What follows belongs to an exercise in optimizing a design on an open flow for a short achievable clock period and few clock cycles; a production flow would make more cautious choices. Where RTL was checked, it was by simulation tests only, not by an equivalence proof against the original. Power and IR drop assume default switching activity.

// mips_core
module mips_core (
	input  logic        clk,
	input  logic        rst,
	output logic [31:0] pc,
	input  logic [31:0] instr,
	output logic        memwrite,
	output logic [31:0] memaddr,
	output logic [31:0] memwritedata,
	input  logic [31:0] memreaddata
);
Size in the first run: ~5600 cells after synthesis, about 160 I/O pins, roughly 75000 µm² of cells after synthesis.
Settings: LEC_CHECK=0, CAP_MARGIN=20, CORE_MARGIN=2, CORE_UTILIZATION=60, SLEW_MARGIN=20, SYNTH_HIERARCHICAL=1, SYNTH_MINIMUM_KEEP_SIZE=0; clock period 9.0 ns.
standard.sh (not shown) runs the stock make flow with config.mk's settings and CLKGATE_MAP_FILE= SYNTH_SCRIPT=/design/flow/synth_recipe.tcl, a recipe that flattens the netlist after the stock synthesis.
==> flow/flow/run.sh <==
#!/bin/bash
set -euo pipefail
bash standard.sh SETUP_SLACK_MARGIN=6 TNS_END_PERCENT=100 finish > standard.log 2>&1
The first run finished clean.
==> next run, changes <==
--- a/flow/design.v
+++ b/flow/design.v
@@ -268,13 +268,13 @@
 	logic        f_use_bt;
 	logic [31:0] f_other;
 	logic [31:0] f_next;
 	assign f_op = instr[31:26];
 	assign f_j  = f_op == 6'b000010;
 	assign f_br = f_op[5:1] == 5'b00010;
-	assign f_bpred = instr[15] || f_op[0];
+	assign f_bpred = (instr[25:21] == instr[20:16]) ? !f_op[0] : (instr[15] || f_op[0]);
 	ks_add #(.W(30)) f_inc (
 		.a    (pc[31:2]),
 		.b    (30'd0),
 		.cin  (1'b1),
 		.s    (pc4[31:2]),
 		.cout ()
Wire length decreases slightly.
Worst setup slack is worse by 0.061 ns.
Power drops by a few percent.
Clock-buffer cell count rose by 19.
Via count increases slightly.
Maximum frequency fell slightly.
Combinational power went down by a little under a tenth.
Cell area came out lower slightly.
Testbench counts after the change, summed over its fixed seeds: cycles 26,129.
For the first run of this note, only the layout was checked, not whether the RTL still works.

========
## run A
mips_core, a different RTL version from the one above (not shown whole).
Size: ~5700 cells after synthesis, ~71000 µm² of cells after synthesis.
## mips_core
module mips_core (
	input  logic        clk,
	input  logic        rst,
	output logic [31:0] pc,
	input  logic [31:0] instr,
	output logic        memwrite,
	output logic [31:0] memaddr,
	output logic [31:0] memwritedata,
	input  logic [31:0] memreaddata
);
	logic        ex_br;         
	logic        ex_nk;         
	logic        ex_pred;
	logic        ex_bne;
	logic        ex_hi_mis;     
	logic [31:0] ex_pc4;        
	logic [15:0] ex_off;        
	logic        ex_load;
	logic        ex_store;
	logic [4:0]  ex_dst;
	logic        ex_sub;        
	logic        ex_op_and;
	logic        ex_op_or;
	logic        ex_op_slt;
	logic        ex_op_add;     
	logic [31:0] ex_a;          
	logic [31:0] ex_b;          
	logic [31:0] ex_bn;         
	logic        ex_sb_mp, ex_sb_mn, ex_sb_rp, ex_sb_rn;
	logic [31:0] ex_sd;         
	logic        ex_sa_mem, ex_ss_mem;   
	logic        ex_kill;       
	logic [31:0] mem_res;
	logic [31:0] mem_res_n;     
	logic [31:0] mem_sd;
	logic        mem_store;
	logic        mem_load;
	logic [4:0]  mem_dst;
	logic [31:0] wb_val;
	logic [4:0]  wb_dst;
	logic        stall;
	logic        mispredict;
	logic [31:0] pc4;
	logic [5:0]  f_op;
	logic        f_j;
	logic        f_br;
	logic        f_bpred;
	logic [7:0]  f_lo;
	logic        f_take;        
	logic [31:0] f_jtarget;
	logic        f_use_bt;
	logic [31:0] f_other;
	logic [31:0] f_next;
	assign f_op = instr[31:26];
	assign f_j  = f_op == 6'b000010;
	assign f_br = f_op[5:1] == 5'b00010;
	assign f_bpred = (instr[25:21] == instr[20:16]) ? !f_op[0] : (instr[15] || f_op[0]);
	inc_add #(.W(30)) f_inc (
		.a (pc[31:2]),
		.s (pc4[31:2])
	);
	assign pc4[1:0] = pc[1:0];
	ks_add #(.W(8)) f_add (
		.a    (pc[9:2]),
		.b    (instr[7:0]),
		.cin  (1'b1),
		.s    (f_lo),
		.cout ()
	);
	assign f_take    = f_bpred;
	assign f_jtarget = {pc4[31:28], instr[25:0], 2'b00};
	assign f_other  = f_j ? f_jtarget : pc4;
	assign f_use_bt = !f_j && f_br && f_take;
	assign f_next   = {f_other[31:10], f_use_bt ? f_lo : f_other[9:2], pc[1:0]};
	logic [31:0] pc_d;
	mux2v #(.W(32)) f_msel (
		.s (mispredict),
		.a (x_alt),
		.b (f_next),
		.y (pc_d)
	);
	always_ff @(posedge clk) begin
		if (rst)
			pc <= 32'd0;
		else if (!stall)
  ...
export LEC_CHECK = 0
export CAP_MARGIN = 20
export CORE_MARGIN = 2
export CORE_UTILIZATION = 60
export SLEW_MARGIN = 20
export SYNTH_HIERARCHICAL = 1
export SYNTH_MINIMUM_KEEP_SIZE = 0
create_clock -name core_clock -period 9.0 [get_ports {clk}]
Scripts as last shown in full above: flow/flow/run.sh
Relative to run A, the following input files were edited for run D:
--- a/flow/design.v
+++ b/flow/design.v
@@ -492,20 +492,35 @@
 		.s    (x_btarget[31:2]),
 		.cout ()
 	);
 	assign x_btarget[1:0] = ex_pc4[1:0];
 	logic x_taken;
 	assign x_taken = x_eq ^ ex_bne;
 	assign x_alt   = (ex_pred && !(ex_hi_mis && x_taken)) ? ex_pc4 : x_btarget;
-	eq_cmp #(.W(32)) x_cmp (
-		.a  (x_a),
-		.b  (x_sd),
-		.eq (x_eq)
+	logic x_eq_rr, x_eq_mr, x_eq_rm;
+	eq_cmp #(.W(32)) x_cmp_rr (
+		.a  (ex_a),
+		.b  (ex_sd),
+		.eq (x_eq_rr)
 	);
-	assign mispredict = ex_br && !ex_kill && ((x_eq != ex_nk) || ex_hi_mis);
+	eq_cmp #(.W(32)) x_cmp_mr (
+		.a  (mem_res),
+		.b  (ex_sd),
+		.eq (x_eq_mr)
+	);
+	eq_cmp #(.W(32)) x_cmp_rm (
+		.a  (ex_a),
+		.b  (mem_res),
+		.eq (x_eq_rm)
+	);
+	assign x_eq = ex_sa_mem ? (ex_ss_mem || x_eq_mr) : (ex_ss_mem ? x_eq_rm : x_eq_rr);
+	logic x_mp_eq, x_mp_ne;
+	assign x_mp_eq    = ex_br && !ex_kill && (!ex_nk || ex_hi_mis);
+	assign x_mp_ne    = ex_br && !ex_kill && (ex_nk || ex_hi_mis);
+	assign mispredict = x_eq ? x_mp_eq : x_mp_ne;
 	always_ff @(posedge clk) begin
 		if (rst) begin
 			mem_store <= 1'b0;
 			mem_load  <= 1'b0;
 			mem_dst   <= 5'd0;
 		end else begin
 			mem_store <= ex_store && !ex_kill;
Notes after the runs:
- In the metrics for run A and run D, the one carrying the lower final hold slack is run D.
- Data required time at the worst endpoint ends up lower on run A.
- Changes observed in run D relative to run A: buffering overhead went down; share of power burned in the clock network went down; setup slack went up; routed wirelength normalized by instance count went up.
- Run A has a lower area enclosed by the die boundary than run D.
- Against run A, run D comes in about 5% higher on met2 wirelength from detailed routing.
- Comparing run A against run D, there is no change at all in clock tree buffer depth.
- Run A → run D: area of all placed cells without fillers has increased; total met3 wirelength after detailed routing has decreased; number of instances in the synthesized netlist has increased.
No functional check of the RTL was part of any run of this note.

## static timing again, ports no longer ideal
The flow's constraints put no driver on any port. The routed layouts listed below were extracted and timed again, unchanged, in two steps.
Step 1 assumes that a clkbuf_16 drives the clock port and a buf_2 every other input.
Step 2 adds t to the input delays and takes it off the output delays; t is the mean of the earliest and latest rising clock arrival at the registers after step 1. Input paths then give back, and output paths get back, about the clock's delay inside the block.
Three values: no drivers, after step 1, after step 2; two values: the first two.
| run | shift t [ns] | slack for setup (ns) | worst setup path after step 2 |
|---|---|---|---|
| the first run of note 1 | 0.875 | 5.455 / 5.048 / 4.173 | input to register |
| the second run of note 1 | 0.875 | 5.394 / 4.918 / 4.043 | input to register |
| run A | 0.853 | 5.292 / 5.292 / 4.736 | input to register |
| run D | 0.876 | 5.500 / 5.500 / 4.703 | input to register |
After both steps every run listed still meets setup and hold. For the second run of note 1, which loses most, drivers alone change the setup slack by -0.476 ns; drivers and shift together by -1.351 ns.
